Source: an optimization exercise on an open RTL-to-GDS flow (aim: a short achievable clock period and few clock cycles). Production flows keep margins and buffers that such runs may drop.
Function was checked by simulation only, so behaviour that the tests miss may differ from the original.
Power is estimated from default activity; no workload was simulated.

// dataCache
module dataCache
(
	input logic clock,
	input logic reset,
	input logic [32-1:0] address,
	input logic [32-1:0] writeData,
	input logic accessEnable,
	input logic byteAccess,
	input logic read,
	output logic [32-1:0] readData,
	output logic cacheWait,
	output logic [32-1:0] memAddress,
	output logic [32-1:0] memWriteData,
	output logic memEnable,
	output logic memRead,
	input logic [32-1:0] memReadData,
	input logic memWait
);
	localparam int TW = (32 - ((($clog2((32 / 8))) + $clog2(4)) + $clog2(4)));
	logic [TW-1:0] tagQ [4][4];       
	logic [3:0] validQ [4];
	logic [3:0] dirtyQ [4];
	logic [1:0] lastFillQ [4];
	logic [31:0] dataQ [4][4][4];     
	logic [31:0] aQ;
	logic [3:0] aSetOH;               
	logic [31:0] wdQ;                 
	logic [3:0] maskQ;
	logic byteQ;
	logic readQ;
	logic pendQ;
	logic [3:0] pendWayQ;             
	logic busyQ;
	logic wbQ;                        
	logic firstQ;                     
	logic [1:0] wcQ;                  
	logic [1:0] missWayQ;
	logic [3:0] missOHQ;              
	logic [1:0] aSet;
	logic [1:0] aWord;
	logic [TW-1:0] aTag;
	assign aSet = aQ[5:4];
	assign aWord = aQ[3:2];
	assign aTag = aQ[31:6];
	logic [1:0] victimOf [4];
	logic [3:0] wbNeed;
	logic [TW-1:0] vicTag [4];
	always_comb
	begin
		for (int s = 0; s < 4; s++)
		begin
			victimOf[s] = lastFillQ[s] + 2'd1;
			for (int w = 3; w >= 0; w--)
				if (!validQ[s][w])
					victimOf[s] = 2'(w);
			wbNeed[s] = validQ[s][victimOf[s]] && (dirtyQ[s][victimOf[s]]
				|| (pendQ && aSet == 2'(s) && pendWayQ[victimOf[s]]));
			vicTag[s] = tagQ[s][victimOf[s]];
		end
	end
	logic [1:0] iSet;
	logic [1:0] iWord;
	logic [1:0] iLane;
	logic [TW-1:0] iTag;
	assign iSet = address[5:4];
	assign iWord = address[3:2];
	assign iLane = address[1:0];
	assign iTag = address[31:6];
	logic [3:0] match [4];
	logic [3:0] hitv;
	logic hit;
	logic conflict;
	always_comb
	begin
		for (int s = 0; s < 4; s++)
			for (int w = 0; w < 4; w++)
				match[s][w] = validQ[s][w] && !busyQ && tagQ[s][w] == iTag;
  ...
Size: roughly 6700 cells after synthesis, about 2700 flip-flops, about 110000 sq um of cells after synthesis.
==> flow/config.mk <==
export PLATFORM = sky130hd
export DESIGN_NAME = dataCache
export DESIGN_NICKNAME = dataCache
export VERILOG_FILES = /design/flow/design.v
export SDC_FILE = /design/flow/constraint.sdc
export NUM_CORES = 4
export LEC_CHECK = 0
export ABC_CLOCK_PERIOD_IN_PS = 2000
export CAP_MARGIN = 20
export CORE_MARGIN = 2
export CORE_UTILIZATION = 55
export SLEW_MARGIN = 20
==> flow/constraint.sdc <==
create_clock -name core_clock -period 10.5 [get_ports {clock}]
set_input_delay 2.1000 -clock core_clock [delete_from_list [all_inputs] [get_ports {clock}]]
set_output_delay 2.1000 -clock core_clock [all_outputs]
set_load 0.01 [all_outputs]
standard.sh (not shown) runs the stock make flow with config.mk's settings and CLKGATE_MAP_FILE= SYNTH_SCRIPT=/design/flow/synth_recipe.tcl, a recipe that flattens the netlist after the stock synthesis.
==> flow/flow/run.sh <==
#!/bin/bash
# The standard layout (standard.sh, all steps unchanged), run with two
# repair settings changed: the timing repair may resize a cell to any
# footprint (the platform's MATCH_CELL_FOOTPRINT is 1), and it aims for
# SETUP_SLACK_MARGIN ns of setup slack at the design's clock period.
# make's full output goes to flow_make.log here; ORFS keeps each step's log
# under orfs/logs/.
set -euo pipefail
cd "$(dirname "${BASH_SOURCE[0]}")/.."
MARGIN=$(cat flow/margin.txt)
sed -E -e 's/ SETUP_SLACK_MARGIN=[^ ]+//g' \
	-e "s/CLKGATE_MAP_FILE= /CLKGATE_MAP_FILE= SETUP_SLACK_MARGIN=${MARGIN} MATCH_CELL_FOOTPRINT=0 /" \
	standard.sh > standard_tuned.sh
grep -q "MATCH_CELL_FOOTPRINT=0" standard_tuned.sh
bash standard_tuned.sh > flow_make.log 2>&1
==> flow/flow/margin.txt <==
6.8
The first run completed without violations.
Testbench counts at the start, summed over its fixed seeds: cycles 55,934.
Rerun with:
==> flow/flow/run.sh (replaced) <==
#!/bin/bash
# The standard layout (standard.sh, all steps unchanged), run with three
# settings changed: the timing repair may resize a cell to any footprint (the
# platform's MATCH_CELL_FOOTPRINT is 1), it aims for SETUP_SLACK_MARGIN ns of
# setup slack at the design's clock period (margin.txt), and the buffer that
# every input and output port gets is a buf_8 rather than the default
# clkdlybuf4s50_1 (a delay cell).
# make's full output goes to flow_make.log here; ORFS keeps each step's log
# under orfs/logs/.
set -euo pipefail
cd "$(dirname "${BASH_SOURCE[0]}")/.."
MARGIN=$(cat flow/margin.txt)
sed -E -e 's/ SETUP_SLACK_MARGIN=[^ ]+//g' \
	-e "s/CLKGATE_MAP_FILE= /CLKGATE_MAP_FILE= SETUP_SLACK_MARGIN=${MARGIN} MATCH_CELL_FOOTPRINT=0 'BUFFER_PORTS_ARGS=-buffer_cell sky130_fd_sc_hd__buf_8' /" \
	standard.sh > standard_tuned.sh
grep -q "MATCH_CELL_FOOTPRINT=0" standard_tuned.sh
bash standard_tuned.sh > flow_make.log 2>&1
==> flow/flow/margin.txt (replaced) <==
7.6
- The new run went through all stages and came out clean
- total power rose by 4.6%
- worst setup slack is better by 0.015 ns
- die area does not change
- flip-flop and latch count is unchanged
- worst hold slack is worse by 0.0053 ns
- critical path depth rose by 11
- routed wire length fell by 0.67%
- sequential share of layout area fell by 1.5 points
- final area rose by 2.9%
Rerun with:
==> flow/flow/run.sh (replaced) <==
#!/bin/bash
# The standard layout (standard.sh, all steps unchanged), run with two
# repair settings changed: the timing repair may resize a cell to any
# footprint (the platform's MATCH_CELL_FOOTPRINT is 1), and it aims for
# SETUP_SLACK_MARGIN ns of setup slack at the design's clock period.
# make's full output goes to flow_make.log here; ORFS keeps each step's log
# under orfs/logs/.
set -euo pipefail
cd "$(dirname "${BASH_SOURCE[0]}")/.."
MARGIN=$(cat flow/margin.txt)
sed -E -e 's/ SETUP_SLACK_MARGIN=[^ ]+//g' \
	-e "s/CLKGATE_MAP_FILE= /CLKGATE_MAP_FILE= SETUP_SLACK_MARGIN=${MARGIN} MATCH_CELL_FOOTPRINT=0 /" \
	standard.sh > standard_tuned.sh
grep -q "MATCH_CELL_FOOTPRINT=0" standard_tuned.sh
bash standard_tuned.sh > flow_make.log 2>&1
==> flow/flow/margin.txt (replaced) <==
7.3
Outcome: Die area is unchanged. Register-to-register slack barely changes. Worst setup slack is worse by 0.030 ns. Wire length climbs by 5.8%. Combinational power barely changes. Clock skew fell by 0.022 ns. Total power came out lower by 0.41%. Clock power came out higher by 2.3%. Sequential cell count stays the same. Fmax is lower by 0.79%.
Rerun with:
==> flow/flow/margin.txt (replaced) <==
6.8
CORE_UTILIZATION = 65   (was 55)
Outcome: Area after synthesis does not change; wire length went up by 2.0%; power came out lower by 1.4%; critical path depth went down by 8; via count increases by 4.7%; worst setup slack degrades by 0.31 ns; maximum frequency went down by 7.5%; first-iteration DRC count rose by 34%; non-clock buffer count drops by 21; final area came out lower by 3.2%.
Rerun with:
==> flow/flow/run.sh (replaced) <==
#!/bin/bash
# The standard layout (standard.sh, all steps unchanged), run with three
# settings changed: the timing repair may resize a cell to any footprint (the
# platform's MATCH_CELL_FOOTPRINT is 1), it aims for SETUP_SLACK_MARGIN ns of
# setup slack at the design's clock period (margin.txt), and the buffer that
# every input and output port gets is a buf_8 rather than the default
# clkdlybuf4s50_1 (a delay cell).
# make's full output goes to flow_make.log here; ORFS keeps each step's log
# under orfs/logs/.
set -euo pipefail
cd "$(dirname "${BASH_SOURCE[0]}")/.."
MARGIN=$(cat flow/margin.txt)
sed -E -e 's/ SETUP_SLACK_MARGIN=[^ ]+//g' \
	-e "s/CLKGATE_MAP_FILE= /CLKGATE_MAP_FILE= SETUP_SLACK_MARGIN=${MARGIN} MATCH_CELL_FOOTPRINT=0 'BUFFER_PORTS_ARGS=-buffer_cell sky130_fd_sc_hd__buf_8' /" \
	standard.sh > standard_tuned.sh
grep -q "MATCH_CELL_FOOTPRINT=0" standard_tuned.sh
bash standard_tuned.sh > flow_make.log 2>&1
==> flow/flow/margin.txt (replaced) <==
7.3
CORE_UTILIZATION = 55   (was 65)
Flip-flop and latch count is unchanged.
Design area rose by 2.2%.
Wire length fell by about 5.6%.
Synthesized area is unchanged.
Non-clock buffer count fell by 64.
Rerun with:
==> flow/flow/margin.txt (replaced) <==
6.8
Result: Final area goes down by 4.7%; worst setup slack is worse by 0.0036 ns; wire length goes down by 5.6%; utilization falls by 3.2 points; clock skew increases by 0.012 ns; hold slack loses 0.0054 ns; maximum frequency stays flat; critical path depth rises by 6; die area does not change; total power went down by 4.6%; clock-buffer cell count is lower by 15.

-- re-timing with driven ports --
The flow's constraints put no driver on any port. The routed layouts listed below were extracted and timed again, unchanged, in two steps. Step 1, drivers: a clkbuf_16 drives clock and a buf_2 each remaining input, both assumed. Step 2 adds t to the input delays and takes it off the output delays; t is the mean of the earliest and latest rising clock arrival at the registers after step 1. Input paths then give back, and output paths get back, about the clock's delay inside the block. Three values: ideal ports, drivers, drivers and shift; two values: the first two.
run	t (ns)	slack for setup (ns)	hold slack, ns	latest minus earliest clock arrival (ns)	worst register clock-pin slew, ns
the first run	1.024	6.673 / 6.432 / 5.408	0.498 / 0.498 / 0.498	0.059 / 0.060	0.07 / 0.07
the second run	1.022	6.688 / 6.406 / 5.384	0.493 / 0.493 / 0.493	0.073 / 0.072	0.07 / 0.07
the third run	1.031	6.657 / 6.322 / 5.291	0.485 / 0.485 / 0.485	0.059 / 0.060	0.07 / 0.07
the fourth run	1.044	6.348 / 6.199 / 5.155	0.462 / 0.462 / 0.462	0.056 / 0.055	0.08 / 0.08
the fifth run	1.016	6.700 / 6.259 / 5.242	0.505 / 0.505 / 0.505	0.069 / 0.069	0.07 / 0.07
the sixth run	1.023	6.696 / 6.460 / 5.437	0.500 / 0.500 / 0.500	0.071 / 0.070	0.07 / 0.07
After both steps every run listed still meets setup and hold. For the fifth run, which loses most, drivers alone change the setup slack by -0.441 ns; drivers and shift together by -1.458 ns.
